Source: an optimization exercise on an open RTL-to-GDS flow (aim: small area). Production flows keep margins and buffers that such runs may drop. In this exercise RTL edits were held to simulation tests only and were not proved equivalent to the original. No activity file was given, so power comes from the tool's default toggle rates.

## config.mk

```make
export PLATFORM = sky130hd
export DESIGN_NAME = upcoin_top
export DESIGN_NICKNAME = upcoin_top
export VERILOG_FILES = /design/flow/design.v
export SDC_FILE = /design/flow/constraint.sdc
export NUM_CORES = 4
export LEC_CHECK = 0
export CAP_MARGIN = 20
export CORE_MARGIN = 2
export CORE_UTILIZATION = 40
export CTS_BUF_LIST = sky130_fd_sc_hd__clkbuf_16
export CTS_CLUSTER_DIAMETER = 80
export CTS_CLUSTER_SIZE = 26
export SLEW_MARGIN = 20
```

## constraint.sdc

```tcl
create_clock -name core_clock -period 10.0 [get_ports {clk}]
set_input_delay 2.0000 -clock core_clock [delete_from_list [all_inputs] [get_ports {clk}]]
set_output_delay 2.0000 -clock core_clock [all_outputs]
set_load 0.01 [all_outputs]
```

## design.v

```verilog
`default_nettype none
package sha256_pkg;
  localparam int word_w = 32;
  localparam int block_w = 512;
  localparam int digest_w = 256;
  localparam int digest_words = digest_w / word_w;
  localparam int num_rounds = 64;
  localparam int sched_depth = 16;
  typedef logic [word_w-1:0] word_t;
  typedef logic [block_w-1:0] block_t;
  typedef union packed {
    logic [digest_w-1:0] flat;
    word_t [0:digest_words-1] words;
  } digest_u;
  localparam logic [digest_w-1:0] hash_init =
    256'h6a09e667bb67ae853c6ef372a54ff53a510e527f9b05688c1f83d9ab5be0cd19;
  localparam logic [num_rounds*word_w-1:0] round_k = {
    32'h428a2f98, 32'h71374491, 32'hb5c0fbcf, 32'he9b5dba5, 32'h3956c25b, 32'h59f111f1,
    32'h923f82a4, 32'hab1c5ed5, 32'hd807aa98, 32'h12835b01, 32'h243185be, 32'h550c7dc3,
    32'h72be5d74, 32'h80deb1fe, 32'h9bdc06a7, 32'hc19bf174, 32'he49b69c1, 32'hefbe4786,
    32'h0fc19dc6, 32'h240ca1cc, 32'h2de92c6f, 32'h4a7484aa, 32'h5cb0a9dc, 32'h76f988da,
    32'h983e5152, 32'ha831c66d, 32'hb00327c8, 32'hbf597fc7, 32'hc6e00bf3, 32'hd5a79147,
    32'h06ca6351, 32'h14292967, 32'h27b70a85, 32'h2e1b2138, 32'h4d2c6dfc, 32'h53380d13,
    32'h650a7354, 32'h766a0abb, 32'h81c2c92e, 32'h92722c85, 32'ha2bfe8a1, 32'ha81a664b,
    32'hc24b8b70, 32'hc76c51a3, 32'hd192e819, 32'hd6990624, 32'hf40e3585, 32'h106aa070,
    32'h19a4c116, 32'h1e376c08, 32'h2748774c, 32'h34b0bcb5, 32'h391c0cb3, 32'h4ed8aa4a,
    32'h5b9cca4f, 32'h682e6ff3, 32'h748f82ee, 32'h78a5636f, 32'h84c87814, 32'h8cc70208,
    32'h90befffa, 32'ha4506ceb, 32'hbef9a3f7, 32'hc67178f2
  };
  function automatic logic [word_w-1:0] rotr(input logic [word_w-1:0] x, input integer n);
    rotr = (x >> n) | (x << (word_w - n));
  endfunction
  function automatic logic [word_w-1:0] ch(input logic [word_w-1:0] x, input logic [word_w-1:0] y, input logic [word_w-1:0] z);
    ch = (x & y) ^ (~x & z);
  endfunction
  function automatic logic [word_w-1:0] maj(input logic [word_w-1:0] x, input logic [word_w-1:0] y, input logic [word_w-1:0] z);
    maj = (x & y) ^ (x & z) ^ (y & z);
  endfunction
  function automatic logic [word_w-1:0] big_sigma0(input logic [word_w-1:0] x);
    big_sigma0 = rotr(x, 2) ^ rotr(x, 13) ^ rotr(x, 22);
  endfunction
  function automatic logic [word_w-1:0] big_sigma1(input logic [word_w-1:0] x);
    big_sigma1 = rotr(x, 6) ^ rotr(x, 11) ^ rotr(x, 25);
  endfunction
  function automatic logic [word_w-1:0] small_sigma0(input logic [word_w-1:0] x);
    small_sigma0 = rotr(x, 7) ^ rotr(x, 18) ^ (x >> 3);
  endfunction
  function automatic logic [word_w-1:0] small_sigma1(input logic [word_w-1:0] x);
    small_sigma1 = rotr(x, 17) ^ rotr(x, 19) ^ (x >> 10);
  endfunction
  function automatic logic [2*word_w-1:0] csa(input logic [word_w-1:0] x, input logic [word_w-1:0] y, input logic [word_w-1:0] z);
    csa = {x ^ y ^ z, ((x & y) | (x & z) | (y & z)) << 1};
  endfunction
  function automatic logic [word_w-1:0] add(input logic [word_w-1:0] x, input logic [word_w-1:0] y);
    logic [word_w-1:0] gg, pp;
    gg = x & y;
    pp = x ^ y;
    for (int l = 1; l < word_w; l = l * 2) begin
      for (int i = 2 * l - 1; i < word_w; i = i + 2 * l) begin
        gg[i] = gg[i] | (pp[i] & gg[i-l]);
        pp[i] = pp[i] & pp[i-l];
      end
    end
    for (int l = word_w / 4; l >= 1; l = l / 2) begin
      for (int i = 3 * l - 1; i < word_w; i = i + 2 * l) begin
        gg[i] = gg[i] | (pp[i] & gg[i-l]);
        pp[i] = pp[i] & pp[i-l];
      end
    end
    add = x ^ y ^ {gg[word_w-2:0], 1'b0};
  endfunction
endpackage
`default_nettype wire
`default_nettype none
module sha256_k_rom(input [5:0] t, output [31:0] k);
  wire t0=t[0], t1=t[1], t2=t[2], t3=t[3], t4=t[4], t5=t[5];
  wire new_n39, new_n40, new_n41, new_n42, new_n43, new_n44, new_n45,
    new_n46, new_n47, new_n48, new_n49, new_n50, new_n51, new_n52, new_n53,
    new_n54, new_n55, new_n56, new_n57, new_n58, new_n59, new_n60, new_n61,
    new_n62, new_n63, new_n64, new_n65, new_n66, new_n67, new_n68, new_n69,
    new_n70, new_n71, new_n72, new_n73, new_n74, new_n75, new_n76, new_n77,
    new_n78, new_n79, new_n80, new_n81, new_n82, new_n84, new_n85, new_n86,
    new_n87, new_n88, new_n89, new_n90, new_n91, new_n92, new_n93, new_n94,
    new_n95, new_n96, new_n97, new_n98, new_n99, new_n100, new_n101,
    new_n102, new_n103, new_n104, new_n105, new_n106, new_n107, new_n108,
    new_n109, new_n110, new_n111, new_n112, new_n113, new_n114, new_n116,
    new_n117, new_n118, new_n119, new_n120, new_n121, new_n122, new_n123,
    new_n124, new_n125, new_n126, new_n127, new_n128, new_n129, new_n130,
    new_n131, new_n132, new_n133, new_n134, new_n135, new_n136, new_n137,
    new_n138, new_n139, new_n140, new_n141, new_n142, new_n143, new_n145,
    new_n146, new_n147, new_n148, new_n149, new_n150, new_n151, new_n152,
    new_n153, new_n154, new_n155, new_n156, new_n157, new_n158, new_n159,
    new_n160, new_n161, new_n162, new_n163, new_n164, new_n165, new_n167,
    new_n168, new_n169, new_n170, new_n171, new_n172, new_n173, new_n174,
    new_n175, new_n176, new_n177, new_n178, new_n179, new_n180, new_n181,
    new_n182, new_n183, new_n184, new_n185, new_n186, new_n187, new_n189,
    new_n190, new_n191, new_n192, new_n193, new_n194, new_n195, new_n196,
    new_n197, new_n198, new_n199, new_n200, new_n201, new_n202, new_n203,
    new_n204, new_n206, new_n207, new_n208, new_n209, new_n210, new_n211,
    new_n212, new_n213, new_n214, new_n215, new_n216, new_n217, new_n218,
    new_n219, new_n220, new_n221, new_n222, new_n223, new_n224, new_n226,
    new_n227, new_n228, new_n229, new_n230, new_n231, new_n232, new_n233,
    new_n234, new_n235, new_n236, new_n237, new_n238, new_n239, new_n240,
    new_n241, new_n242, new_n243, new_n245, new_n246, new_n247, new_n248,
    new_n249, new_n250, new_n251, new_n252, new_n253, new_n254, new_n255,
    new_n256, new_n257, new_n258, new_n259, new_n260, new_n261, new_n262,
    new_n263, new_n264, new_n265, new_n267, new_n268, new_n269, new_n270,
    new_n271, new_n272, new_n273, new_n274, new_n275, new_n276, new_n277,
    new_n278, new_n279, new_n280, new_n281, new_n283, new_n284, new_n285,
    new_n286, new_n287, new_n288, new_n289, new_n290, new_n291, new_n292,
    new_n293, new_n294, new_n295, new_n296, new_n297, new_n298, new_n300,
    new_n301, new_n302, new_n303, new_n304, new_n305, new_n306, new_n307,
    new_n308, new_n309, new_n310, new_n311, new_n312, new_n313, new_n314,
    new_n316, new_n317, new_n318, new_n319, new_n320, new_n321, new_n322,
    new_n323, new_n324, new_n325, new_n326, new_n327, new_n328, new_n329,
    new_n330, new_n331, new_n333, new_n334, new_n335, new_n336, new_n337,
    new_n338, new_n339, new_n340, new_n341, new_n342, new_n343, new_n344,
    new_n345, new_n346, new_n347, new_n348, new_n349, new_n351, new_n352,
    new_n353, new_n354, new_n355, new_n356, new_n357, new_n358, new_n359,
    new_n360, new_n361, new_n362, new_n363, new_n364, new_n366, new_n367,
    new_n368, new_n369, new_n370, new_n371, new_n372, new_n373, new_n374,
    new_n375, new_n376, new_n377, new_n378, new_n379, new_n381, new_n382,
    new_n383, new_n384, new_n385, new_n386, new_n387, new_n388, new_n389,
    new_n390, new_n391, new_n392, new_n393, new_n394, new_n395, new_n396,
    new_n398, new_n399, new_n400, new_n401, new_n402, new_n403, new_n404,
    new_n405, new_n406, new_n407, new_n408, new_n409, new_n410, new_n411,
    new_n413, new_n414, new_n415, new_n416, new_n417, new_n418, new_n419,
    new_n420, new_n421, new_n422, new_n423, new_n424, new_n425, new_n426,
    new_n428, new_n429, new_n430, new_n431, new_n432, new_n433, new_n434,
    new_n435, new_n436, new_n437, new_n438, new_n439, new_n440, new_n441,
    new_n442, new_n443, new_n444, new_n446, new_n447, new_n448, new_n449,
    new_n450, new_n451, new_n452, new_n453, new_n454, new_n455, new_n456,
    new_n458, new_n459, new_n460, new_n461, new_n462, new_n463, new_n464,
    new_n465, new_n466, new_n467, new_n468, new_n469, new_n470, new_n471,
    new_n473, new_n474, new_n475, new_n476, new_n477, new_n478, new_n479,
    new_n480, new_n481, new_n482, new_n483, new_n484, new_n485, new_n486,
    new_n487, new_n489, new_n490, new_n491, new_n492, new_n493, new_n494,
    new_n495, new_n496, new_n497, new_n498, new_n499, new_n500, new_n502,
    new_n503, new_n504, new_n505, new_n506, new_n507, new_n508, new_n509,
    new_n510, new_n511, new_n513, new_n514, new_n515, new_n516, new_n517,
    new_n518, new_n519, new_n521, new_n522, new_n523, new_n524, new_n525,
    new_n526, new_n527, new_n528, new_n529, new_n530, new_n531, new_n533,
    new_n534, new_n535, new_n536, new_n537, new_n538, new_n539, new_n540,
    new_n541, new_n542, new_n543, new_n544, new_n546, new_n547, new_n548,
    new_n549, new_n550, new_n551, new_n552, new_n553, new_n555, new_n556,
    new_n557, new_n558, new_n559, new_n560, new_n561, new_n562, new_n563,
    new_n564, new_n565, new_n567, new_n568, new_n569, new_n570, new_n571,
    new_n572, new_n573, new_n574, new_n575, new_n576, new_n577, new_n578,
    new_n580, new_n581, new_n582, new_n583, new_n584, new_n585, new_n586,
    new_n587, new_n588, new_n589;
  assign new_n39 = t1  & t2 ;
  assign new_n40 = ~t1  & ~t2 ;
  assign new_n41 = ~new_n39 & ~new_n40;
  assign new_n42 = ~t0  & ~new_n41;
  assign new_n43 = ~t3  & ~new_n42;
  assign new_n44 = t0  & ~t2 ;
  assign new_n45 = t3  & new_n44;
  assign new_n46 = t0  & t2 ;
  assign new_n47 = t3  & ~new_n46;
  assign new_n48 = ~t0  & ~t2 ;
  assign new_n49 = t1  & ~new_n48;
  assign new_n50 = new_n47 & new_n49;
  assign new_n51 = ~new_n45 & ~new_n50;
  assign new_n52 = ~t4  & new_n51;
  assign new_n53 = ~new_n43 & new_n52;
  assign new_n54 = t2  & t3 ;
  assign new_n55 = t4  & ~new_n54;
  assign new_n56 = ~t1  & ~t3 ;
  assign new_n57 = ~t0  & new_n56;
  assign new_n58 = t0  & t3 ;
  assign new_n59 = ~new_n57 & ~new_n58;
  assign new_n60 = new_n55 & new_n59;
  assign new_n61 = ~t5  & ~new_n60;
  assign new_n62 = ~new_n53 & new_n61;
  assign new_n63 = t0  & ~t1 ;
  assign new_n64 = ~t0  & t1 ;
  assign new_n65 = ~new_n63 & ~new_n64;
  assign new_n66 = ~t2  & ~new_n65;
  assign new_n67 = ~t0  & t2 ;
  assign new_n68 = ~t3  & ~new_n67;
  assign new_n69 = ~new_n66 & new_n68;
  assign new_n70 = t1  & new_n48;
  assign new_n71 = new_n47 & ~new_n70;
  assign new_n72 = ~t4  & ~new_n71;
  assign new_n73 = ~new_n69 & new_n72;
  assign new_n74 = ~t3  & ~new_n63;
  assign new_n75 = ~new_n48 & new_n74;
  assign new_n76 = t1  & ~t2 ;
  assign new_n77 = t3  & ~new_n76;
  assign new_n78 = ~new_n65 & new_n77;
  assign new_n79 = t4  & ~new_n78;
  assign new_n80 = ~new_n75 & new_n79;
  assign new_n81 = t5  & ~new_n80;
  assign new_n82 = ~new_n73 & new_n81;
  assign k[0]  = new_n62 | new_n82;
  assign new_n84 = ~t2  & new_n65;
  assign new_n85 = new_n68 & ~new_n84;
  assign new_n86 = ~t5  & ~new_n85;
  assign new_n87 = ~t1  & t2 ;
  assign new_n88 = t3  & ~new_n67;
  assign new_n89 = new_n65 & new_n88;
  assign new_n90 = ~new_n87 & ~new_n89;
  assign new_n91 = new_n86 & new_n90;
  assign new_n92 = t5  & ~new_n77;
  assign new_n93 = ~new_n44 & ~new_n76;
  assign new_n94 = new_n92 & ~new_n93;
  assign new_n95 = ~new_n91 & ~new_n94;
  assign new_n96 = t4  & ~new_n95;
  assign new_n97 = ~t4  & ~t5 ;
  assign new_n98 = t2  & ~t3 ;
  assign new_n99 = ~t1  & ~new_n46;
  assign new_n100 = ~new_n98 & new_n99;
  assign new_n101 = ~t0  & t3 ;
  assign new_n102 = new_n39 & ~new_n101;
  assign new_n103 = t0  & ~t3 ;
  assign new_n104 = ~new_n102 & ~new_n103;
  assign new_n105 = ~new_n100 & new_n104;
  assign new_n106 = new_n97 & ~new_n105;
  assign new_n107 = t2  & ~new_n65;
  assign new_n108 = ~new_n44 & ~new_n107;
  assign new_n109 = ~t3  & ~new_n108;
  assign new_n110 = ~new_n66 & new_n109;
  assign new_n111 = ~t4  & t5 ;
  assign new_n112 = ~new_n45 & new_n111;
  assign new_n113 = ~new_n110 & new_n112;
  assign new_n114 = ~new_n106 & ~new_n113;
  assign k[1]  = ~new_n96 & new_n114;
  assign new_n116 = t1  & t3 ;
  assign new_n117 = ~new_n54 & ~new_n116;
  assign new_n118 = new_n65 & ~new_n117;
  assign new_n119 = t4  & ~new_n118;
  assign new_n120 = t0  & t4 ;
  assign new_n121 = new_n56 & new_n120;
  assign new_n122 = t2  & ~new_n64;
  assign new_n123 = ~new_n121 & ~new_n122;
  assign new_n124 = new_n119 & new_n123;
  assign new_n125 = ~new_n39 & new_n103;
  assign new_n126 = ~t3  & ~new_n125;
  assign new_n127 = new_n54 & ~new_n65;
  assign new_n128 = ~new_n126 & ~new_n127;
  assign new_n129 = ~t4  & ~new_n128;
  assign new_n130 = t5  & ~new_n129;
  assign new_n131 = ~new_n124 & new_n130;
  assign new_n132 = ~t1  & new_n48;
  assign new_n133 = ~t3  & ~new_n132;
  assign new_n134 = ~new_n46 & new_n133;
  assign new_n135 = t4  & ~t5 ;
  assign new_n136 = ~new_n58 & new_n135;
  assign new_n137 = ~new_n134 & new_n136;
  assign new_n138 = ~new_n44 & ~new_n117;
  assign new_n139 = t1  & ~t3 ;
  assign new_n140 = ~t5  & ~new_n139;
  assign new_n141 = ~t4  & new_n140;
  assign new_n142 = ~new_n138 & new_n141;
  assign new_n143 = ~new_n137 & ~new_n142;
  assign k[2]  = ~new_n131 & new_n143;
  assign new_n145 = t3  & ~new_n39;
  assign new_n146 = t4  & ~new_n70;
  assign new_n147 = new_n145 & new_n146;
  assign new_n148 = ~t3  & ~new_n65;
  assign new_n149 = t5  & ~new_n148;
  assign new_n150 = ~new_n44 & ~new_n67;
  assign new_n151 = ~t1  & t3 ;
  assign new_n152 = ~new_n150 & new_n151;
  assign new_n153 = new_n149 & ~new_n152;
  assign new_n154 = ~new_n147 & new_n153;
  assign new_n155 = t3  & new_n66;
  assign new_n156 = ~t3  & ~new_n48;
  assign new_n157 = ~new_n40 & new_n156;
  assign new_n158 = new_n135 & ~new_n157;
  assign new_n159 = ~new_n155 & new_n158;
  assign new_n160 = new_n145 & new_n150;
  assign new_n161 = ~t0  & ~t3 ;
  assign new_n162 = ~new_n39 & new_n161;
  assign new_n163 = new_n97 & ~new_n162;
  assign new_n164 = ~new_n160 & new_n163;
  assign new_n165 = ~new_n159 & ~new_n164;
  assign k[3]  = ~new_n154 & new_n165;
  assign new_n167 = ~t2  & t3 ;
  assign new_n168 = ~new_n64 & new_n167;
  assign new_n169 = t4  & ~new_n168;
  assign new_n170 = t3  & new_n63;
  assign new_n171 = ~new_n148 & ~new_n170;
  assign new_n172 = new_n169 & new_n171;
  assign new_n173 = ~new_n39 & new_n58;
  assign new_n174 = t2  & new_n139;
  assign new_n175 = ~t4  & ~new_n174;
  assign new_n176 = ~new_n173 & new_n175;
  assign new_n177 = ~new_n42 & new_n176;
  assign new_n178 = t5  & ~new_n177;
  assign new_n179 = ~new_n172 & new_n178;
  assign new_n180 = ~new_n46 & new_n139;
  assign new_n181 = new_n52 & ~new_n180;
  assign new_n182 = t4  & ~new_n76;
  assign new_n183 = ~t3  & ~new_n39;
  assign new_n184 = ~new_n58 & ~new_n183;
  assign new_n185 = new_n182 & new_n184;
  assign new_n186 = ~t5  & ~new_n185;
  assign new_n187 = ~new_n181 & new_n186;
  assign k[4]  = ~new_n179 & ~new_n187;
  assign new_n189 = ~t5  & ~new_n138;
  assign new_n190 = ~new_n110 & new_n189;
  assign new_n191 = ~t2  & new_n63;
  assign new_n192 = new_n88 & ~new_n191;
  assign new_n193 = new_n149 & ~new_n192;
  assign new_n194 = ~t4  & ~new_n193;
  assign new_n195 = ~new_n190 & new_n194;
  assign new_n196 = ~new_n48 & new_n77;
  assign new_n197 = ~new_n107 & new_n196;
  assign new_n198 = t2  & new_n56;
  assign new_n199 = ~t5  & ~new_n198;
  assign new_n200 = ~new_n197 & new_n199;
  assign new_n201 = new_n65 & new_n156;
  assign new_n202 = new_n92 & ~new_n201;
  assign new_n203 = t4  & ~new_n202;
  assign new_n204 = ~new_n200 & new_n203;
  assign k[5]  = new_n195 | new_n204;
  assign new_n206 = ~new_n70 & ~new_n87;
  assign new_n207 = ~new_n46 & new_n206;
  assign new_n208 = ~t3  & ~new_n207;
  assign new_n209 = ~new_n64 & ~new_n117;
  assign new_n210 = ~t4  & ~new_n209;
  assign new_n211 = ~new_n208 & new_n210;
  assign new_n212 = ~new_n121 & ~new_n211;
  assign new_n213 = ~t5  & ~new_n212;
  assign new_n214 = t4  & t5 ;
  assign new_n215 = ~t3  & ~new_n99;
  assign new_n216 = ~new_n44 & new_n215;
  assign new_n217 = new_n214 & ~new_n216;
  assign new_n218 = ~new_n77 & new_n217;
  assign new_n219 = ~new_n39 & ~new_n66;
  assign new_n220 = new_n88 & ~new_n219;
  assign new_n221 = ~new_n40 & new_n162;
  assign new_n222 = new_n111 & ~new_n221;
  assign new_n223 = ~new_n220 & new_n222;
  assign new_n224 = ~new_n218 & ~new_n223;
  assign k[6]  = ~new_n213 & new_n224;
  assign new_n226 = t2  & ~new_n59;
  assign new_n227 = new_n87 & new_n161;
  assign new_n228 = ~t4  & ~new_n227;
  assign new_n229 = new_n77 & ~new_n122;
  assign new_n230 = ~new_n228 & ~new_n229;
  assign new_n231 = ~new_n226 & new_n230;
  assign new_n232 = ~new_n197 & new_n228;
  assign new_n233 = ~t5  & ~new_n232;
  assign new_n234 = ~new_n231 & new_n233;
  assign new_n235 = ~new_n84 & ~new_n107;
  assign new_n236 = new_n47 & ~new_n235;
  assign new_n237 = t5  & ~new_n236;
  assign new_n238 = ~new_n44 & new_n68;
  assign new_n239 = ~t4  & ~new_n238;
  assign new_n240 = new_n237 & new_n239;
  assign new_n241 = ~new_n45 & ~new_n202;
  assign new_n242 = new_n214 & ~new_n241;
  assign new_n243 = ~new_n240 & ~new_n242;
  assign k[7]  = ~new_n234 & new_n243;
  assign new_n245 = ~t3  & new_n48;
  assign new_n246 = ~new_n76 & ~new_n245;
  assign new_n247 = ~t1  & new_n54;
  assign new_n248 = ~new_n58 & ~new_n247;
  assign new_n249 = t0  & new_n87;
  assign new_n250 = new_n248 & ~new_n249;
  assign new_n251 = new_n246 & new_n250;
  assign new_n252 = ~new_n55 & ~new_n251;
  assign new_n253 = t4  & ~new_n170;
  assign new_n254 = ~new_n122 & new_n253;
  assign new_n255 = ~t5  & ~new_n254;
  assign new_n256 = ~new_n252 & new_n255;
  assign new_n257 = t1  & new_n47;
  assign new_n258 = ~new_n134 & ~new_n257;
  assign new_n259 = ~t4  & ~new_n258;
  assign new_n260 = t4  & ~new_n192;
  assign new_n261 = t1  & new_n46;
  assign new_n262 = new_n156 & ~new_n261;
  assign new_n263 = new_n260 & ~new_n262;
  assign new_n264 = t5  & ~new_n263;
  assign new_n265 = ~new_n259 & new_n264;
  assign k[8]  = ~new_n256 & ~new_n265;
  assign new_n267 = ~t4  & ~new_n229;
  assign new_n268 = ~new_n74 & new_n267;
  assign new_n269 = ~new_n40 & new_n47;
  assign new_n270 = t4  & ~new_n191;
  assign new_n271 = ~new_n269 & new_n270;
  assign new_n272 = ~new_n268 & ~new_n271;
  assign new_n273 = ~t5  & ~new_n272;
  assign new_n274 = ~new_n71 & new_n217;
  assign new_n275 = ~new_n41 & new_n103;
  assign new_n276 = ~t1  & ~new_n101;
  assign new_n277 = ~new_n275 & new_n276;
  assign new_n278 = new_n64 & new_n167;
  assign new_n279 = new_n111 & ~new_n278;
  assign new_n280 = ~new_n277 & new_n279;
  assign new_n281 = ~new_n274 & ~new_n280;
  assign k[9]  = ~new_n273 & new_n281;
  assign new_n283 = t1  & new_n68;
  assign new_n284 = ~t4  & ~new_n283;
  assign new_n285 = ~new_n78 & new_n284;
  assign new_n286 = new_n43 & ~new_n249;
  assign new_n287 = t4  & ~new_n247;
  assign new_n288 = ~new_n286 & new_n287;
  assign new_n289 = ~new_n285 & ~new_n288;
  assign new_n290 = t5  & ~new_n289;
  assign new_n291 = t3  & ~new_n93;
  assign new_n292 = new_n135 & ~new_n291;
  assign new_n293 = ~new_n84 & new_n183;
  assign new_n294 = new_n292 & ~new_n293;
  assign new_n295 = ~new_n41 & new_n68;
  assign new_n296 = new_n97 & ~new_n269;
  assign new_n297 = ~new_n295 & new_n296;
  assign new_n298 = ~new_n294 & ~new_n297;
  assign k[10]  = ~new_n290 & new_n298;
  assign new_n300 = new_n71 & ~new_n87;
  assign new_n301 = ~new_n245 & ~new_n300;
  assign new_n302 = t4  & ~new_n301;
  assign new_n303 = ~new_n48 & new_n116;
  assign new_n304 = ~new_n191 & ~new_n303;
  assign new_n305 = ~new_n226 & new_n304;
  assign new_n306 = ~t4  & ~new_n305;
  assign new_n307 = t5  & ~new_n306;
  assign new_n308 = ~new_n302 & new_n307;
  assign new_n309 = new_n119 & ~new_n126;
  assign new_n310 = new_n47 & ~new_n64;
  assign new_n311 = ~new_n245 & ~new_n310;
  assign new_n312 = new_n284 & new_n311;
  assign new_n313 = ~t5  & ~new_n312;
  assign new_n314 = ~new_n309 & new_n313;
  assign k[11]  = new_n308 | new_n314;
  assign new_n316 = ~t2  & new_n139;
  assign new_n317 = t4  & ~new_n316;
  assign new_n318 = t3  & new_n108;
  assign new_n319 = ~new_n40 & new_n318;
  assign new_n320 = new_n317 & ~new_n319;
  assign new_n321 = ~new_n50 & new_n228;
  assign new_n322 = t5  & ~new_n321;
  assign new_n323 = ~new_n320 & new_n322;
  assign new_n324 = new_n88 & new_n219;
  assign new_n325 = ~new_n120 & ~new_n317;
  assign new_n326 = ~new_n324 & ~new_n325;
  assign new_n327 = ~new_n40 & new_n125;
  assign new_n328 = new_n284 & ~new_n327;
  assign new_n329 = new_n248 & new_n328;
  assign new_n330 = ~t5  & ~new_n329;
  assign new_n331 = ~new_n326 & new_n330;
  assign k[12]  = new_n323 | new_n331;
  assign new_n333 = ~t3  & ~new_n235;
  assign new_n334 = new_n41 & new_n88;
  assign new_n335 = ~new_n333 & ~new_n334;
  assign new_n336 = ~t4  & ~new_n335;
  assign new_n337 = ~t2  & ~new_n139;
  assign new_n338 = ~new_n161 & ~new_n337;
  assign new_n339 = ~new_n63 & new_n146;
  assign new_n340 = ~new_n338 & new_n339;
  assign new_n341 = ~new_n336 & ~new_n340;
  assign new_n342 = t5  & ~new_n341;
  assign new_n343 = t4  & ~new_n151;
  assign new_n344 = ~new_n85 & new_n343;
  assign new_n345 = new_n47 & ~new_n84;
  assign new_n346 = ~t4  & ~new_n156;
  assign new_n347 = ~new_n345 & new_n346;
  assign new_n348 = ~t5  & ~new_n347;
  assign new_n349 = ~new_n344 & new_n348;
  assign k[13]  = ~new_n342 & ~new_n349;
  assign new_n351 = new_n41 & new_n156;
  assign new_n352 = new_n237 & ~new_n351;
  assign new_n353 = new_n140 & new_n207;
  assign new_n354 = t4  & ~new_n353;
  assign new_n355 = ~new_n352 & new_n354;
  assign new_n356 = ~new_n40 & new_n161;
  assign new_n357 = ~t4  & ~new_n356;
  assign new_n358 = t5  & ~new_n310;
  assign new_n359 = new_n357 & new_n358;
  assign new_n360 = ~new_n47 & ~new_n49;
  assign new_n361 = ~new_n248 & ~new_n360;
  assign new_n362 = new_n97 & ~new_n361;
  assign new_n363 = ~new_n286 & new_n362;
  assign new_n364 = ~new_n359 & ~new_n363;
  assign k[14]  = ~new_n355 & new_n364;
  assign new_n366 = ~t0  & new_n174;
  assign new_n367 = ~t4  & ~new_n366;
  assign new_n368 = ~new_n318 & new_n367;
  assign new_n369 = ~t0  & new_n77;
  assign new_n370 = t4  & ~new_n369;
  assign new_n371 = ~new_n333 & new_n370;
  assign new_n372 = ~new_n368 & ~new_n371;
  assign new_n373 = t5  & ~new_n372;
  assign new_n374 = ~new_n215 & new_n253;
  assign new_n375 = t3  & new_n150;
  assign new_n376 = ~new_n180 & new_n357;
  assign new_n377 = ~new_n375 & new_n376;
  assign new_n378 = ~new_n374 & ~new_n377;
  assign new_n379 = ~t5  & ~new_n378;
  assign k[15]  = ~new_n373 & ~new_n379;
  assign new_n381 = t3  & new_n39;
  assign new_n382 = ~new_n183 & ~new_n381;
  assign new_n383 = ~new_n40 & new_n382;
  assign new_n384 = t0  & ~new_n383;
  assign new_n385 = new_n184 & ~new_n338;
  assign new_n386 = ~new_n384 & ~new_n385;
  assign new_n387 = ~t4  & ~new_n386;
  assign new_n388 = ~new_n109 & new_n370;
  assign new_n389 = ~t5  & ~new_n388;
  assign new_n390 = ~new_n387 & new_n389;
  assign new_n391 = ~t2  & new_n56;
  assign new_n392 = new_n111 & ~new_n391;
  assign new_n393 = ~new_n160 & new_n392;
  assign new_n394 = t5  & new_n169;
  assign new_n395 = new_n304 & new_n394;
  assign new_n396 = ~new_n393 & ~new_n395;
  assign k[16]  = ~new_n390 & new_n396;
  assign new_n398 = ~new_n257 & new_n328;
  assign new_n399 = ~new_n98 & new_n317;
  assign new_n400 = ~new_n361 & new_n399;
  assign new_n401 = ~new_n398 & ~new_n400;
  assign new_n402 = ~t5  & ~new_n401;
  assign new_n403 = ~t4  & ~new_n101;
  assign new_n404 = new_n150 & new_n151;
  assign new_n405 = ~new_n76 & ~new_n404;
  assign new_n406 = new_n403 & ~new_n405;
  assign new_n407 = new_n47 & new_n65;
  assign new_n408 = t4  & ~new_n275;
  assign new_n409 = ~new_n407 & new_n408;
  assign new_n410 = t5  & ~new_n409;
  assign new_n411 = ~new_n406 & new_n410;
  assign k[17]  = new_n402 | new_n411;
  assign new_n413 = ~t4  & ~new_n245;
  assign new_n414 = new_n237 & new_n413;
  assign new_n415 = new_n68 & ~new_n275;
  assign new_n416 = ~new_n44 & new_n415;
  assign new_n417 = ~new_n220 & ~new_n416;
  assign new_n418 = new_n97 & ~new_n417;
  assign new_n419 = ~new_n125 & new_n135;
  assign new_n420 = ~new_n404 & new_n419;
  assign new_n421 = ~t3  & ~new_n76;
  assign new_n422 = ~new_n63 & new_n421;
  assign new_n423 = new_n270 & ~new_n422;
  assign new_n424 = new_n358 & new_n423;
  assign new_n425 = ~new_n420 & ~new_n424;
  assign new_n426 = ~new_n418 & new_n425;
  assign k[18]  = ~new_n414 & new_n426;
  assign new_n428 = new_n90 & new_n93;
  assign new_n429 = ~new_n152 & ~new_n428;
  assign new_n430 = new_n267 & ~new_n429;
  assign new_n431 = t4  & ~new_n184;
  assign new_n432 = ~t3  & ~new_n206;
  assign new_n433 = new_n431 & ~new_n432;
  assign new_n434 = ~new_n430 & ~new_n433;
  assign new_n435 = t5  & ~new_n434;
  assign new_n436 = ~new_n201 & ~new_n391;
  assign new_n437 = new_n135 & ~new_n303;
  assign new_n438 = ~new_n89 & new_n437;
  assign new_n439 = new_n436 & new_n438;
  assign new_n440 = ~new_n133 & ~new_n167;
  assign new_n441 = ~new_n39 & new_n97;
  assign new_n442 = ~new_n303 & new_n441;
  assign new_n443 = ~new_n440 & new_n442;
  assign new_n444 = ~new_n439 & ~new_n443;
  assign k[19]  = ~new_n435 & new_n444;
  assign new_n446 = ~new_n138 & new_n346;
  assign new_n447 = ~new_n227 & new_n421;
  assign new_n448 = new_n169 & ~new_n447;
  assign new_n449 = ~t5  & ~new_n448;
  assign new_n450 = ~new_n446 & new_n449;
  assign new_n451 = new_n68 & new_n206;
  assign new_n452 = ~t4  & ~new_n151;
  assign new_n453 = ~new_n451 & new_n452;
  assign new_n454 = new_n55 & ~new_n262;
  assign new_n455 = t5  & ~new_n454;
  assign new_n456 = ~new_n453 & new_n455;
  assign k[20]  = new_n450 | new_n456;
  assign new_n458 = ~t4  & ~new_n41;
  assign new_n459 = ~new_n403 & ~new_n458;
  assign new_n460 = ~new_n109 & ~new_n459;
  assign new_n461 = ~new_n71 & new_n246;
  assign new_n462 = new_n343 & ~new_n461;
  assign new_n463 = ~new_n460 & ~new_n462;
  assign new_n464 = ~t5  & ~new_n463;
  assign new_n465 = ~new_n89 & ~new_n316;
  assign new_n466 = new_n239 & new_n465;
  assign new_n467 = ~new_n152 & ~new_n381;
  assign new_n468 = t4  & ~new_n451;
  assign new_n469 = new_n467 & new_n468;
  assign new_n470 = ~new_n466 & ~new_n469;
  assign new_n471 = t5  & ~new_n470;
  assign k[21]  = ~new_n464 & ~new_n471;
  assign new_n473 = ~new_n117 & ~new_n150;
  assign new_n474 = t4  & ~new_n473;
  assign new_n475 = ~new_n208 & new_n474;
  assign new_n476 = ~t4  & ~new_n127;
  assign new_n477 = ~new_n432 & new_n476;
  assign new_n478 = ~t5  & ~new_n477;
  assign new_n479 = ~new_n475 & new_n478;
  assign new_n480 = ~new_n99 & ~new_n139;
  assign new_n481 = new_n146 & ~new_n480;
  assign new_n482 = new_n98 & ~new_n99;
  assign new_n483 = ~new_n67 & new_n116;
  assign new_n484 = ~t4  & ~new_n483;
  assign new_n485 = ~new_n482 & new_n484;
  assign new_n486 = t5  & ~new_n485;
  assign new_n487 = ~new_n481 & new_n486;
  assign k[22]  = new_n479 | new_n487;
  assign new_n489 = t4  & ~new_n47;
  assign new_n490 = ~new_n333 & new_n489;
  assign new_n491 = ~new_n132 & ~new_n247;
  assign new_n492 = new_n367 & new_n491;
  assign new_n493 = t5  & ~new_n492;
  assign new_n494 = ~new_n490 & new_n493;
  assign new_n495 = ~t4  & ~new_n196;
  assign new_n496 = ~new_n415 & new_n495;
  assign new_n497 = ~new_n88 & ~new_n327;
  assign new_n498 = new_n287 & ~new_n497;
  assign new_n499 = ~t5  & ~new_n498;
  assign new_n500 = ~new_n496 & new_n499;
  assign k[23]  = new_n494 | new_n500;
  assign new_n502 = ~new_n43 & ~new_n303;
  assign new_n503 = new_n97 & ~new_n502;
  assign new_n504 = ~new_n69 & new_n431;
  assign new_n505 = new_n467 & new_n504;
  assign new_n506 = ~t5  & ~new_n505;
  assign new_n507 = ~t4  & new_n41;
  assign new_n508 = ~new_n150 & new_n507;
  assign new_n509 = t5  & ~new_n161;
  assign new_n510 = ~new_n508 & new_n509;
  assign new_n511 = ~new_n506 & ~new_n510;
  assign k[24]  = new_n503 | new_n511;
  assign new_n513 = new_n357 & new_n467;
  assign new_n514 = new_n149 & ~new_n381;
  assign new_n515 = ~new_n111 & ~new_n514;
  assign new_n516 = ~new_n513 & ~new_n515;
  assign new_n517 = new_n97 & new_n429;
  assign new_n518 = new_n86 & new_n474;
  assign new_n519 = ~new_n517 & ~new_n518;
  assign k[25]  = ~new_n516 & new_n519;
  assign new_n521 = new_n76 & new_n346;
  assign new_n522 = ~new_n139 & ~new_n209;
  assign new_n523 = ~new_n497 & new_n522;
  assign new_n524 = t4  & ~new_n523;
  assign new_n525 = ~new_n521 & ~new_n524;
  assign new_n526 = ~t5  & ~new_n525;
  assign new_n527 = ~new_n50 & ~new_n360;
  assign new_n528 = new_n111 & ~new_n527;
  assign new_n529 = ~new_n152 & new_n214;
  assign new_n530 = ~new_n422 & new_n529;
  assign new_n531 = ~new_n528 & ~new_n530;
  assign k[26]  = new_n526 | ~new_n531;
  assign new_n533 = new_n51 & ~new_n421;
  assign new_n534 = t4  & ~new_n533;
  assign new_n535 = new_n66 & new_n403;
  assign new_n536 = ~new_n534 & ~new_n535;
  assign new_n537 = t5  & ~new_n536;
  assign new_n538 = ~new_n403 & ~new_n507;
  assign new_n539 = ~new_n198 & ~new_n201;
  assign new_n540 = ~new_n538 & new_n539;
  assign new_n541 = ~new_n148 & ~new_n198;
  assign new_n542 = new_n169 & new_n541;
  assign new_n543 = ~t5  & ~new_n542;
  assign new_n544 = ~new_n540 & new_n543;
  assign k[27]  = new_n537 | new_n544;
  assign new_n546 = ~new_n174 & new_n260;
  assign new_n547 = new_n72 & new_n541;
  assign new_n548 = ~new_n546 & ~new_n547;
  assign new_n549 = ~t5  & ~new_n548;
  assign new_n550 = ~new_n182 & ~new_n338;
  assign new_n551 = t2  & new_n120;
  assign new_n552 = ~new_n550 & ~new_n551;
  assign new_n553 = t5  & ~new_n552;
  assign k[28]  = ~new_n549 & ~new_n553;
  assign new_n555 = ~new_n286 & ~new_n459;
  assign new_n556 = new_n292 & new_n436;
  assign new_n557 = ~new_n555 & ~new_n556;
  assign new_n558 = ~t5  & ~new_n557;
  assign new_n559 = new_n67 & ~new_n116;
  assign new_n560 = ~new_n267 & ~new_n559;
  assign new_n561 = ~new_n56 & ~new_n560;
  assign new_n562 = ~new_n67 & ~new_n139;
  assign new_n563 = new_n343 & new_n562;
  assign new_n564 = ~new_n561 & ~new_n563;
  assign new_n565 = t5  & ~new_n564;
  assign k[29]  = ~new_n558 & ~new_n565;
  assign new_n567 = ~new_n257 & new_n458;
  assign new_n568 = ~new_n41 & new_n88;
  assign new_n569 = t4  & ~new_n482;
  assign new_n570 = ~new_n568 & new_n569;
  assign new_n571 = ~new_n567 & ~new_n570;
  assign new_n572 = t5  & ~new_n571;
  assign new_n573 = new_n287 & ~new_n447;
  assign new_n574 = new_n65 & ~new_n156;
  assign new_n575 = ~t4  & ~new_n125;
  assign new_n576 = ~new_n574 & new_n575;
  assign new_n577 = ~new_n573 & ~new_n576;
  assign new_n578 = ~t5  & ~new_n577;
  assign k[30]  = ~new_n572 & ~new_n578;
  assign new_n580 = ~new_n382 & new_n403;
  assign new_n581 = t4  & new_n117;
  assign new_n582 = t5  & ~new_n581;
  assign new_n583 = ~new_n580 & new_n582;
  assign new_n584 = ~t1  & ~new_n88;
  assign new_n585 = ~new_n291 & ~new_n584;
  assign new_n586 = ~t4  & ~new_n585;
  assign new_n587 = ~new_n337 & new_n343;
  assign new_n588 = ~t5  & ~new_n587;
  assign new_n589 = ~new_n586 & new_n588;
  assign k[31]  = new_n583 | new_n589;
endmodule
`default_nettype wire
`default_nettype none
module upcoin_top (
  input  logic clk,
  input  logic block_load,
  input  logic sck,
  input  logic sdi,
  output logic sdo,
  output logic done
);
  logic        sck_s1, sck_s2;
  logic        sdi_s1;
  logic        sck_rise, sck_fall;
  logic [3:0]  p;          
  logic        run;        
  logic [2:0]  rev;        
  logic [8:0]  cnt;        
  logic [1:0]  pc;         
  logic [2:0]  pb;         
  logic        nb;         
  logic [7:0]  kn;
  logic        nb_d;
  sha256_pkg::word_t win [0:15];
  sha256_pkg::word_t a, b, c, d, e, f, g, h;
  assign sck_rise = sck_s1 & ~sck_s2;
  assign sck_fall = ~sck_s1 & sck_s2;
  always_ff @(posedge clk or negedge block_load) begin
    if (!block_load) begin
      sck_s1 <= 1'b0;
      sck_s2 <= 1'b0;
    end else begin
      sck_s1 <= sck;
      sck_s2 <= sck_s1;
    end
  end
  logic round, sched, fin, init;
  logic ins, ins_last, accept;
  logic [1:0] pc_left;
  logic [9:0] cnt_next;
  assign init  = ~run & ~done;
  assign round = run & ~rev[2];
  assign sched = round & (rev[1:0] != 2'd3);
  assign fin   = run & rev[2] & ~p[3];
  assign accept   = sck_rise & ~((cnt[8:5] == 4'd15) & ({1'b0, cnt[4:0]} + {4'd0, pc} >= 6'd32));
  assign ins      = init & (p == cnt[8:5]) & pc[1];
  assign cnt_next = {1'b0, cnt} + {8'd0, ins, done & sck_fall};
  assign ins_last = ins & cnt_next[9];
  assign pc_left  = ins ? {1'b0, pc[0]} : pc;
  always_ff @(posedge clk or negedge block_load) begin
    if (!block_load) begin
      p    <= '0;
      run  <= 1'b0;
      rev  <= '0;
      cnt  <= '0;
      pc   <= '0;
      done <= 1'b0;
      sdo  <= 1'b0;
    end else begin
      p   <= p + 4'd1;
      cnt <= cnt_next[8:0];
      pc  <= pc_left + {1'b0, accept};
      if (ins_last) run <= 1'b1;
      if (run) begin
        if (p == 4'd15) rev <= rev + 3'd1;
        if (rev[2] && p == 4'd8) begin
          run  <= 1'b0;
          done <= 1'b1;
          sdo  <= a[31];
        end
      end
      if (done && sck_fall) sdo <= nb_d;
    end
  end
  always_ff @(posedge clk) begin
    sdi_s1 <= sdi;
    nb     <= nb_d;
    if (ins) pb[0] <= pb[2];
    if (accept) pb[pc_left] <= sdi_s1;
  end
  assign kn   = cnt[7:0] + 8'd1;
  assign nb_d = (p[2:0] + kn[7:5] == 3'd0) ? a[~kn[4:0]] : nb;
  sha256_pkg::word_t next_word, ins_word, win_in;
  sha256_pkg::word_t n1, n2, n3, n4;
  assign {n1, n2}  = sha256_pkg::csa(sha256_pkg::small_sigma1(win[14]), win[9], sha256_pkg::small_sigma0(win[1]));
  assign {n3, n4}  = sha256_pkg::csa(n1, n2, win[0]);
  assign next_word = sha256_pkg::add(n3, n4);
  assign ins_word  = {win[0][29:0], pb[0], pb[1]};
  assign win_in    = sched ? next_word : (ins ? ins_word : win[0]);
  always_ff @(posedge clk) begin
    for (int i = 0; i < 15; i++) win[i] <= win[i+1];
    win[15] <= win_in;
  end
  sha256_pkg::word_t kc, dg, u1, v1, m1, m2, q1, q2, e1, e2, a1, a2, a3, a4;
  sha256_pkg::word_t a_rnd, a_in, e_in;
  sha256_pkg::word_t kt;
  logic [2:0] hi;
  sha256_k_rom k_rom_i (.t({rev[1:0], p}), .k(kt));
  assign hi = 3'd3 - p[2:0];
  always_comb begin
    if (round)            kc = kt;
    else if (init || fin) kc = sha256_pkg::hash_init[32*(3'd7 - hi) +: 32];
    else                  kc = '0;
  end
  assign dg = init ? '0 : d;
  assign {u1, v1} = sha256_pkg::csa(sha256_pkg::big_sigma1(e), sha256_pkg::ch(e, f, g), win[0]);
  assign {m1, m2} = sha256_pkg::csa(h, u1, v1);
  assign {q1, q2} = sha256_pkg::csa(m1 & {32{round}}, m2 & {32{round}}, kc);
  assign {e1, e2} = sha256_pkg::csa(dg, q1, q2);
  assign {a1, a2} = sha256_pkg::csa(q1, q2, sha256_pkg::big_sigma0(a));
  assign {a3, a4} = sha256_pkg::csa(a1, a2, sha256_pkg::maj(a, b, c));
  assign e_in  = sha256_pkg::add(e1, e2);
  assign a_rnd = sha256_pkg::add(a3, a4);
  assign a_in  = round ? a_rnd : h;
  always_ff @(posedge clk) begin
    a <= a_in;
    b <= a;
    c <= b;
    d <= c;
    e <= e_in;
    f <= e;
    g <= f;
    h <= g;
  end
endmodule
`default_nettype wire
```

## flow/run.sh

```bash
#!/bin/bash
set -euo pipefail
cd "$(dirname "$0")/.."
export CTS_ARGS="-sink_clustering_enable -repair_clock_nets -dont_use_dummy_load -buf_list sky130_fd_sc_hd__clkbuf_16 -sink_clustering_size 26 -sink_clustering_max_diameter 80"
bash standard.sh > standard_flow.log 2>&1
```

## standard.sh

```bash
#!/bin/bash
# synth_recipe.tcl (not shown) runs the flow's synth.tcl, then flattens the netlist and writes it again
# the make line also repeats each setting of config.mk as NAME=value (left out here)
make -C /OpenROAD-flow-scripts/flow DESIGN_CONFIG=/design/flow/config.mk WORK_HOME=/design/flow/orfs CLKGATE_MAP_FILE= SYNTH_SCRIPT=/design/flow/synth_recipe.tcl "${@:-finish}"
```

==> impl_metrics.py, run 1 <==
metrics = {
    "clock_network": {
        "htreeDepth": 2,
        "cts_hold_buffers": 0,
        "cts_buffers": 42,
        "cts.sinks": 796,
        "cts_resized": 0,
        "tritoncts": "built",
        "clk_pin_slew_worst_paths_ps": 90,
        "post-cts-setup-buffers": 0,
        "clockBufferDepth": 3,
        "cts_root_buf": "clkbuf_16",
        "clk-insertion-delay-late_ps": 610,
    },
    "timing": {
        "worstMarginPinSlew_ps": 975,
        "finalCritPeriodShare": 0.846,
        "setup_slack_ps": 1540,
        "rsz0062_at_grt": "no",
        "setup_viol": 0,
        "fmax_mhz": 118,
        "drv_slew": 0,
        "relSlewSlack": 0.347,
        "finalHoldViolCount": 0,
        "worst_hold_slack_ps": 298,
        "timing.clock.skew_ps": 69.0,
        "fin_tns_setup_ps": 0,
        "fin_crit_ps": 8460,
    },
    "placement": {
        "place_area_mm2": 0.0349,
        "gp_congestion": 0.940,
        "dp_hpwl_um": 69400,
        "dp_slack_ps": 1740,
        "dp_cells": 3922,
        "portBuffers": 5,
    },
    "global_routing": {
        "grt_util_met3": 0.0410,
        "overflow": 0,
        "track_usage": 0.210,
        "grt_util_met2": 0.313,
        "antenna_found_initial": 10,
        "grt_busiest_layer": "met2",
        "grt_max_degree": 71,
        "grt_pass1_vias": 20100,
        "grtUsageMet1": 0.312,
        "grt_pass1_wl_um": 133000,
    },
    "final_layout": {
        "multi_input_area_mm2": 0.0163,
        "final_cell_mix": "771 x dfxtp_1, 289 x fa_1, 244 x inv_1, 216 x xnor2_1, 202 x nand2_1",
        "fin_nets": 3308,
        "seq_area_mm2": 0.0161,
        "drive_gt1_frac": 0.0354,
        "final_common_cell": "dfxtp_1",
        "num-fill-cells": 7917,
        "stdcell_area_mm2": 0.0360,
        "area_growth_pct": 6.77,
        "final_cells": 3967,
    },
    "synthesis": {
        "async_flop_share": 0.0289,
        "yosysTopAreaCell": "dfxtp_1",
        "synthesis.area_mm2": 0.0337,
        "netlist_instances": 2915,
        "yosys-top-cells-area": "dfxtp_1 46%, fa_1 17%, xnor2_1 5.6%",
        "synth.top_cell.area_share": 0.458,
        "yosys_warnings": 2,
        "synth_cell_types": 71,
        "yosys_most_used_dff": "dfxtp_1",
        "syn_nets": 3337,
        "ys_ff_latch": 796,
        "synth_edf_count": 2,
        "yosysSeqAreaShare": 0.477,
        "syn_area_per_cell_um2": 11.6,
    },
    "setup_path": {
        "slowest_delay_ps": 620,
        "rr_startpoint": "p[2]$_DFF_PN0_",
        "start_kind": "flop",
        "rrSetupSlack_ps": 1540,
        "arrival_ps": 8900,
        "required_ps": 10430,
        "critPathKind": "reg -> reg",
        "cp_max_fo": 18,
        "crit_start": "p[2]$_DFF_PN0_",
        "cp_slowest_cell": "inv_1",
        "critPathTopFamily": "adder cells",
        "critPathCaptureType": "flop",
        "cp_num_buf_inv": 3,
    },
    "drt": {
        "drc": 0,
        "wirelength_um": 89700,
        "vias": 20400,
        "drt_pass1_iterations": 8,
        "wl_per_cell_um": 22.6,
        "final_antenna_net_count": 0,
        "drt_iter0_markers": 1817,
        "via_per_inst": 5.13,
    },
    "floorplan": {
        "die_x_um": 294,
        "initial_core_util": 0.403,
        "fp-row-count": 106,
        "die-area_mm2": 0.0866,
        "io_pins": 6,
        "fp.coreArea_mm2": 0.0836,
        "dieHeight_um": 294,
    },
    "power_and_ir_drop": {
        "power.internal_mw": 3.99,
        "p_clk_frac": 0.342,
        "seqPwrFrac": 0.642,
        "p_per_area_mw_per_mm2": 140,
        "switching_share": 0.205,
        "power.switching_mw": 1.03,
        "p_comb_frac": 0.016,
        "leakage_nw": 15.3,
        "irDropWorstVdd_v": 0.0000980,
    },
    "min_path": {
        "hp-start": "win[6][27]$_DFF_P_",
        "hold_path_class": "reg -> reg",
    },
    "run": {
        "maxCapViolations": 0,
    },
    "run_status": {
        "status": "complete, no violations",
    },
}
-- metrics by stage --
stage / util / power, mW
2_1_floorplan: - / 3.35
3_3_place_gp: 0.418 / 3.37
3_5_place_dp: 0.418 / 3.38
4_1_cts: 0.430 / 5.07
5_1_grt: 0.430 / 5.20
6_report: 0.430 / 5.02
-- state kept, by name, indices dropped and copies added (netlist names) --
name,count
win,512
a,32
b,32
c,32
d,32
e,32
f,32
g,32
h,32
cnt,9
p,4
pb,3
rev,3
pc,2
done,1
nb,1
run,1
sck_s1,1
sck_s2,1
sdi_s1,1
sdo,1
-- per-layer routing --
layer | wire, um | part of all wire
met5 | 0 | 0
met4 | 2190 | 0.024
met3 | 7150 | 0.080
met2 | 38400 | 0.43
met1 | 41900 | 0.47
-- kinds of logic after synthesis --
group | after synthesis | synth area share
XOR/XNOR | 330 | 0.0858
flip-flops | 796 | 0.477
buffers and inverters | 353 | 0.0399
multiplexers | 54 | 0.0209
AND/OR/NAND/NOR | 478 | 0.0646
adder cells (fa/ha/maj) | 439 | 0.226
AO/OA/AOI/OAI | 465 | 0.0857
-- Yosys cell counts, types with 6 or more instances --
library cell / n
nor3_1: 16
dfxtp_1: 771
o211ai_1: 17
a211oi_1: 18
o221ai_1: 14
clkbuf_1: 87
and2_1: 32
nor2_1: 116
a21oi_1: 121
o311ai_0: 9
mux2i_1: 36
buf_2: 10
mux2_2: 7
o21a_1: 15
nand3_1: 21
xor2_1: 114
mux4_1: 7
xnor2_1: 216
nand2_1: 202
a21o_1: 42
o21ai_0: 142
buf_1: 8
inv_1: 244
maj3_1: 21
o21bai_1: 6
a32oi_1: 6
o22ai_1: 10
dfrtp_1: 23
nand4_1: 10
ha_1: 129
a31oi_1: 16
nand2b_1: 44
nor2b_1: 7
fa_1: 289
-- worst paths after layout --
| check | to | cells after the start |
|---|---|---|
| setup reg to reg | a[31]$_DFF_P_ | 28 |
| hold / removal | win[5][27]$_DFF_P_ | 0 |
| max in group asynchronous | p[3]$_DFF_PN0_ | 2 |
| hold reg to reg | win[5][27]$_DFF_P_ | 0 |
| setup / recovery | a[31]$_DFF_P_ | 28 |
| min in group asynchronous | pc[0]$_DFF_PN0_ | 2 |
-- worst reg2reg max path: cells and delay by family (launching register included) --
kind | cells | cell delay, ps
buffers and inverters | 3 | 760
and+or+nand+nor | 2 | 280
AOI/OAI and AO/OA | 12 | 3060
DFF | 1 | 530
adders and majority gates | 7 | 3080
xor gates and xnor gates | 4 | 640
-- power groups by stage --
stage / logic [mW] / clock network, mW / registers, mW
floorplan: 0.0633 / 0 / 3.28
global placement: 0.0808 / 0 / 3.29
detailed placement: 0.0826 / 0 / 3.29
CTS: 0.0823 / 1.77 / 3.22
global route: 0.0930 / 1.88 / 3.23
finish: 0.0826 / 1.72 / 3.22
-- final cells by class --
type                            instances  share of cell area
Timing Repair Buffer                   33             0.00724
Multi-Input combinational cell       1766               0.453
Clock buffer                           42              0.0292
Sequential cell                       796               0.447
Tap cell                             1080              0.0376
Antenna cell                            3            0.000209
Inverter                              247              0.0258
==> run 2, diff against run 1 <==
--- a/config.mk
+++ b/config.mk
@@ -8,5 +8,5 @@
 export CAP_MARGIN = 20
 export CORE_MARGIN = 2
-export CORE_UTILIZATION = 40
+export CORE_UTILIZATION = 65
 export CTS_BUF_LIST = sky130_fd_sc_hd__clkbuf_16
 export CTS_CLUSTER_DIAMETER = 80
==> run 2 against run 1 <==
Against the previous run:
- still clean
- sequential power hardly changed
- maximum frequency is 2.4% higher
- power is 0.17% lower
- clock skew is 14 ps higher
- global-route usage is 16 points higher
- synthesized cell count stayed put
- synthesized area stayed put
- final area is 1.6% lower
- flip-flop and latch count stayed put
- via count is 6.6% higher
- critical endpoint unchanged
- highest routed layer is now met5
==> impl_metrics.py, run 2 <==
metrics = {
    "synthesis": {
        "yosys_most_used_dff": "dfxtp_1",
        "yosysTopAreaCell": "dfxtp_1",
        "synthesis.area_mm2": 0.0337,
        "ys_top_cells_by_count": "771 x dfxtp_1, 289 x fa_1, 244 x inv_1, 216 x xnor2_1, 202 x nand2_1",
        "yosys_warnings": 2,
        "yosys-top-cells-area": "dfxtp_1 46%, fa_1 17%, xnor2_1 5.6%",
        "synth_cell_types": 71,
        "yosysMostFrequentCell": "dfxtp_1",
        "synth_edf_count": 2,
        "syn_nets": 3337,
        "ys_ff_latch": 796,
        "yosysSeqAreaShare": 0.477,
        "netlist_instances": 2915,
        "synth.top_cell.area_share": 0.458,
        "syn_area_per_cell_um2": 11.6,
        "async_flop_share": 0.0289,
    },
    "power_and_ir_drop": {
        "p_per_area_mw_per_mm2": 142,
        "leakage_nw": 15.3,
        "irDropWorstVdd_v": 0.000180,
    },
    "timing": {
        "drv_slew": 0,
        "rsz0062_at_grt": "no",
        "fmax_mhz": 121,
        "fin_tns_setup_ps": 0,
        "finalCritPeriodShare": 0.826,
        "setup_viol": 0,
        "fin_crit_ps": 8260,
        "relSlewSlack": 0.360,
        "worst_hold_slack_ps": 289,
        "finalHoldViolCount": 0,
        "worstMarginPinSlew_ps": 955,
        "timing.clock.skew_ps": 82.9,
    },
    "final_layout": {
        "largest_register_ffs": 512,
        "fin_nets": 3307,
        "area_growth_pct": 5.10,
        "drive_gt1_frac": 0.0347,
        "final_common_cell": "dfxtp_1",
        "num-fill-cells": 3662,
        "largest_register": "win",
        "final_util": 0.690,
        "final_cell_mix": "771 x dfxtp_1, 289 x fa_1, 244 x inv_1, 216 x xnor2_1, 202 x nand2_1",
        "stdcell_area_mm2": 0.0354,
    },
    "setup_path": {
        "slowest_delay_ps": 590,
        "cp_max_fo": 14,
        "critPathCaptureType": "flop",
        "arrival_ps": 8710,
        "start_kind": "flop",
        "critPathKind": "reg -> reg",
        "cp_slowest_cell": "a2111oi_0",
        "required_ps": 10440,
    },
    "drt": {
        "via_per_inst": 6.09,
        "drt_pass1_iterations": 6,
        "vias": 21700,
        "drc": 0,
        "wl_per_cell_um": 27.5,
        "drt_iter0_markers": 2400,
        "final_antenna_net_count": 0,
        "wirelength_um": 98000,
    },
    "global_routing": {
        "grt_max_degree": 69,
        "grt_pass1_vias": 22400,
        "grtUsageMet1": 0.503,
        "antenna_found_initial": 4,
        "overflow": 0,
        "grt_util_met3": 0.0914,
        "grt_busiest_layer": "met2",
        "grt_util_met2": 0.575,
        "grt_pass1_wl_um": 144000,
        "track_usage": 0.373,
    },
    "clock_network": {
        "clockBufferDepth": 3,
        "cts_root_buf": "clkbuf_16",
        "cts.sinks": 796,
        "clk-insertion-delay-late_ps": 620,
        "clk_pin_slew_worst_paths_ps": 100,
        "cts_resized": 0,
        "cts_hold_buffers": 0,
        "tritoncts": "built",
        "cts_buffers": 40,
        "post-cts-setup-buffers": 0,
        "htreeDepth": 2,
    },
    "placement": {
        "gp_congestion": 1.01,
        "dp_hpwl_um": 73100,
        "place_area_mm2": 0.0344,
        "portBuffers": 5,
    },
    "floorplan": {
        "die_x_um": 232,
        "die-area_mm2": 0.0537,
        "initial_core_util": 0.657,
        "dieHeight_um": 232,
        "fp.coreArea_mm2": 0.0513,
        "io_pins": 6,
        "fp-row-count": 83,
    },
    "min_path": {
        "hold_path_class": "reg -> reg",
    },
    "run_status": {
        "status": "complete, no violations",
    },
    "run": {
        "maxCapViolations": 0,
    },
}
run 2: cell count changes in the layout (fill, tap and decap cells not counted):
cell / previous run / this run
clkbuf_16: 42 / 40
diode_2: 3 / 1
a31oi_1: 15 / 16
a31oi_2: 1 / 0
buf_2: 0 / 1
buf_4: 28 / 29
clkdlybuf4s50_1: 5 / 4
o21ai_1: 2 / 3
o21ai_2: 2 / 1
run 2: logic make-up (layout without fill, tap and decap cells):
kind of cell	count (synthesis)	count (layout)	synth area share
DFF	796	796	0.477
buffers and inverters	353	321	0.0399
adders and majority gates	439	439	0.226
other	0	1	0
AOI/OAI and AO/OA	465	465	0.0857
and+or+nand+nor	478	478	0.0646
muxes	54	54	0.0209
xor gates and xnor gates	330	330	0.0858
run 2: path summary, 6_finish.rpt:
kind / cells after the start / to / slack [ps] / start
setup / recovery: 28 / a[31]$_DFF_P_ / 1740 / p[2]$_DFF_PN0_
hold / removal: 0 / c[4]$_DFF_P_ / 290 / b[4]$_DFF_P_
setup reg to reg: 28 / a[31]$_DFF_P_ / 1740 / p[2]$_DFF_PN0_
hold reg to reg: 0 / c[4]$_DFF_P_ / 290 / b[4]$_DFF_P_
max in group asynchronous: 1 / p[3]$_DFF_PN0_ / 8180 / block_load
min in group asynchronous: 1 / pc[1]$_DFF_PN0_ / 1350 / block_load
run 2: worst max-delay path: cells and delay by family, from the launching register on:
kind                       cells  cell delay, ps
xor gates and xnor gates       4             670
buffers and inverters          3             500
AOI/OAI and AO/OA             12            2940
and+or+nand+nor                2             320
adders and majority gates      7            3130
DFF                            1             580
run 2: power breakdown:
part	switching (mW)	internal, mW	total, mW
Sequential	0.0255	3.20	3.22
Combinational	0.0559	0.0440	0.0999
Clock	0.970	0.717	1.69
Total	1.05	3.96	5.01
run 2: routing by layer:
| metal | routed length [um] | vias to the layer above | share of wire |
|---|---|---|---|
| li1 | - | 9369 | - |
| met1 | 39200 | 10800 | 0.40 |
| met2 | 44100 | 1196 | 0.45 |
| met3 | 9730 | 286 | 0.099 |
| met4 | 5000 | 2 | 0.051 |
| met5 | 13 | - | 0.00013 |
run 2: final cells by class:
type | instances | area, um^2 | area share
Tap cell | 680 | 851 | 0.0240
Sequential cell | 796 | 16100 | 0.454
Antenna cell | 1 | 2.50 | 0.0000707
Multi-Input combinational cell | 1766 | 16300 | 0.460
Timing Repair Buffer | 34 | 263 | 0.00742
Clock buffer | 40 | 1000 | 0.0283
Inverter | 247 | 927 | 0.0262
run 2: metrics by stage:
step | setup WS, ps | power, mW | instances
global placement | 2270 | 3.38 | 3523
floorplan | 3000 | 3.35 | 2915
CTS | 1980 | 5.02 | 3563
global route | 1460 | 5.13 | 3563
finish | 1740 | 5.01 | 3564
detailed placement | 1990 | 3.39 | 3523
==> run 3, diff against run 2 <==
==> flow/run.sh (replaced) <==
#!/bin/bash
set -euo pipefail
cd "$(dirname "$0")/.."
export CTS_ARGS="-sink_clustering_enable -repair_clock_nets -dont_use_dummy_load -buf_list sky130_fd_sc_hd__clkbuf_16 -sink_clustering_size 34 -sink_clustering_max_diameter 80"
bash standard.sh > standard_flow.log 2>&1
--- a/config.mk
+++ b/config.mk
@@ -11,4 +11,4 @@
 export CTS_BUF_LIST = sky130_fd_sc_hd__clkbuf_16
 export CTS_CLUSTER_DIAMETER = 80
-export CTS_CLUSTER_SIZE = 26
+export CTS_CLUSTER_SIZE = 34
 export SLEW_MARGIN = 20
==> run 3 against run 2 <==
Against the previous run:
- still clean
- first-iteration DRC count rose by 0.38%
- maximum frequency increased by 0.61%
- clock power shrank 6%
- core utilization shrank 0.20 points
- wire length fell by 1.2%
- synthesized area unchanged
- clock-buffer cell count is 4 lower
- register-to-register slack better by 50 ps
- critical path depth stayed put
- critical endpoint unchanged
==> impl_metrics.py, run 3 <==
metrics = {
    "final_layout": {
        "fin_nets": 3303,
        "area_growth_pct": 4.80,
        "antenna_cells": 0,
        "num-fill-cells": 3661,
        "final_cell_mix": "771 x dfxtp_1, 289 x fa_1, 244 x inv_1, 216 x xnor2_1, 202 x nand2_1",
        "largest_register": "win",
        "largest_register_ffs": 512,
        "drive_gt1_frac": 0.0333,
        "final_common_cell": "dfxtp_1",
    },
    "global_routing": {
        "overflow": 0,
        "grt_util_met3": 0.0838,
        "grtUsageMet1": 0.502,
        "grt_max_degree": 69,
        "grt_busiest_layer": "met2",
        "grt_pass1_vias": 22400,
        "antenna_found_initial": 2,
        "grt_util_met2": 0.566,
        "grt_pass1_wl_um": 143000,
        "track_usage": 0.368,
    },
    "timing": {
        "fin_tns_setup_ps": 0,
        "fmax_mhz": 122,
        "finalHoldViolCount": 0,
        "worst_hold_slack_ps": 258,
        "fin_crit_ps": 8210,
        "timing.clock.skew_ps": 105,
        "rsz0062_at_grt": "no",
        "drv_slew": 0,
        "worstMarginPinSlew_ps": 947,
        "finalCritPeriodShare": 0.821,
        "relSlewSlack": 0.369,
        "setup_viol": 0,
    },
    "synthesis": {
        "yosys_warnings": 2,
        "yosys_most_used_dff": "dfxtp_1",
        "netlist_instances": 2915,
        "syn_area_per_cell_um2": 11.6,
        "yosysSeqAreaShare": 0.477,
        "synth_top_family_by_area": "adder cells",
        "yosysTopAreaCell": "dfxtp_1",
        "yosysMostFrequentCell": "dfxtp_1",
        "synthesis.area_mm2": 0.0337,
        "async_flop_share": 0.0289,
        "ys_ff_latch": 796,
        "ys_top_cells_by_count": "771 x dfxtp_1, 289 x fa_1, 244 x inv_1, 216 x xnor2_1, 202 x nand2_1",
        "synth.top_cell.area_share": 0.458,
        "synth_compound_area_frac": 0.0857,
        "synth_cell_types": 71,
        "muxShareOfSynthArea": 0.0209,
        "syn_nets": 3337,
        "synth_xor_area_frac": 0.0858,
        "yosys-top-cells-area": "dfxtp_1 46%, fa_1 17%, xnor2_1 5.6%",
        "yosys.area_share.adder": 0.226,
        "synth_simple_gate_area_frac": 0.0646,
        "synth_edf_count": 2,
    },
    "drt": {
        "drt_iter0_markers": 2409,
        "final_antenna_net_count": 0,
        "drc": 0,
        "via_per_inst": 6.08,
        "vias": 21600,
        "wl_per_cell_um": 27.2,
        "drt_pass1_iterations": 6,
        "wirelength_um": 96800,
    },
    "run_status": {
        "status": "complete, no violations",
    },
    "clock_network": {
        "tritoncts": "built",
        "clockBufferDepth": 3,
        "clk-insertion-delay-late_ps": 620,
        "cts_buffers": 36,
        "htreeDepth": 2,
        "cts_root_buf": "clkbuf_16",
        "post-cts-setup-buffers": 0,
        "clk_pin_slew_worst_paths_ps": 110,
        "cts_hold_buffers": 0,
        "cts.sinks": 796,
        "cts_resized": 0,
    },
    "setup_path": {
        "start_kind": "flop",
        "cp_num_buf_inv": 3,
        "cp_max_fo": 14,
        "critPathCaptureType": "flop",
        "arrival_ps": 8660,
        "crit_start": "p[2]$_DFF_PN0_",
        "rr_startpoint": "p[2]$_DFF_PN0_",
        "cp_slowest_cell": "dfrtp_1",
        "required_ps": 10450,
        "critPathTopFamily": "adder cells",
        "critPathKind": "reg -> reg",
        "slowest_delay_ps": 580,
    },
    "min_path": {
        "hold_path_class": "reg -> reg",
        "hp-start": "b[1]$_DFF_P_",
    },
    "floorplan": {
        "fp.coreArea_mm2": 0.0513,
        "dieHeight_um": 232,
        "fp-row-count": 83,
        "die_x_um": 232,
        "initial_core_util": 0.657,
        "die-area_mm2": 0.0537,
        "io_pins": 6,
    },
    "placement": {
        "dp_hpwl_um": 73100,
        "gp_congestion": 1.01,
        "portBuffers": 5,
    },
    "power_and_ir_drop": {
        "irDropWorstVdd_v": 0.000297,
        "leakage_nw": 15.3,
        "p_per_area_mw_per_mm2": 139,
    },
    "run": {
        "maxCapViolations": 0,
    },
}
## run 3: cell counts after synthesis
Identical to the previous run, type by type.
## run 3: worst paths after layout
path | end | slack, ps | cells after the start
max | a[31]$_DFF_P_ | 1790 | 28
min | c[1]$_DFF_P_ | 260 | 0
max reg2reg | a[31]$_DFF_P_ | 1790 | 28
min reg2reg | c[1]$_DFF_P_ | 260 | 0
max in group asynchronous | p[3]$_DFF_PN0_ | 8150 | 1
min in group asynchronous | cnt[0]$_DFF_PN0_ | 1340 | 1
## run 3: metal layers
layer  up-vias  part of all wire
met5         -           0.00011
met2      1178              0.45
met3       300              0.10
li1       9351                 -
met4         2             0.053
met1     10800              0.40
## run 3: worst reg2reg max path: cells and delay by family (launching register included)
| kind | cells | cell delay [ps] |
|---|---|---|
| AOI/OAI and AO/OA | 12 | 2950 |
| adders and majority gates | 7 | 3120 |
| and+or+nand+nor | 2 | 320 |
| DFF | 1 | 580 |
| xor gates and xnor gates | 4 | 670 |
| buffers and inverters | 3 | 510 |
## run 3: final cells by class
class	instances	area (um^2)	area share
clock buffer	36	901	0.0255
timing repair buffer	34	263	0.00744
inverter	247	927	0.0263
multi-input combinational	1766	16300	0.461
sequential	796	16100	0.455
tap	680	851	0.0241
## run 3: per-stage QoR
stage / total power [mW] / std cells / cell area, um^2 / setup slack (ps) / util
floorplan: 3.35 / 2915 / 33700 / 3000 / -
global placement: 3.38 / 3523 / 34400 / 2270 / 0.671
detailed placement: 3.39 / 3523 / 34400 / 1990 / 0.671
CTS: 4.92 / 3559 / 35300 / 2020 / 0.688
global route: 5.03 / 3559 / 35300 / 1500 / 0.688
finish: 4.91 / 3559 / 35300 / 1790 / 0.688
## run 3: logic make-up (layout without fill, tap and decap cells)
kind of cell | after synthesis | in the layout
AOI/OAI and AO/OA | 465 | 465
xor gates and xnor gates | 330 | 330
adders and majority gates | 439 | 439
buffers and inverters | 353 | 317
DFF | 796 | 796
muxes | 54 | 54
and+or+nand+nor | 478 | 478
## run 3: where the power goes
part / internal (mW) / switching [mW] / leakage [nW]
sequential: 3.20 / 0.0252 / 6.63
clock: 0.649 / 0.946 / 0.444
combinational: 0.0423 / 0.0499 / 8.20

[static timing again, ports no longer ideal]
The flow's constraints put no driver on any port. The routed layouts listed below were extracted and timed again, unchanged, in two steps.
Step 1 sets driving cells, clkbuf_16 on the clock port and buf_2 on the other inputs (assumed; they add their load-dependent delay and slew).
Step 2 moves the port delays by t, midway between the first and last clock arrival at a register: inputs arrive t later, outputs are due t later. That takes back most of the time a late clock gives input paths.
Three values: ideal, step 1, step 2; two values: the first two.
run | t, ns | setup slack, ns | clock arrival spread, ns | worst data-port slew with drivers (ns) | cell pins on the clock port's net
run 1 | 0.639 | 1.537 / 1.537 / 1.537 | 0.069 / 0.069 | 0.04 | 1
run 2 | 0.643 | 1.736 / 1.736 / 1.736 | 0.089 / 0.089 | 0.03 | 1
run 3 | 0.625 | 1.786 / 1.786 / 1.786 | 0.118 / 0.117 | 0.03 | 1
After both steps setup and hold are still met in every run listed.
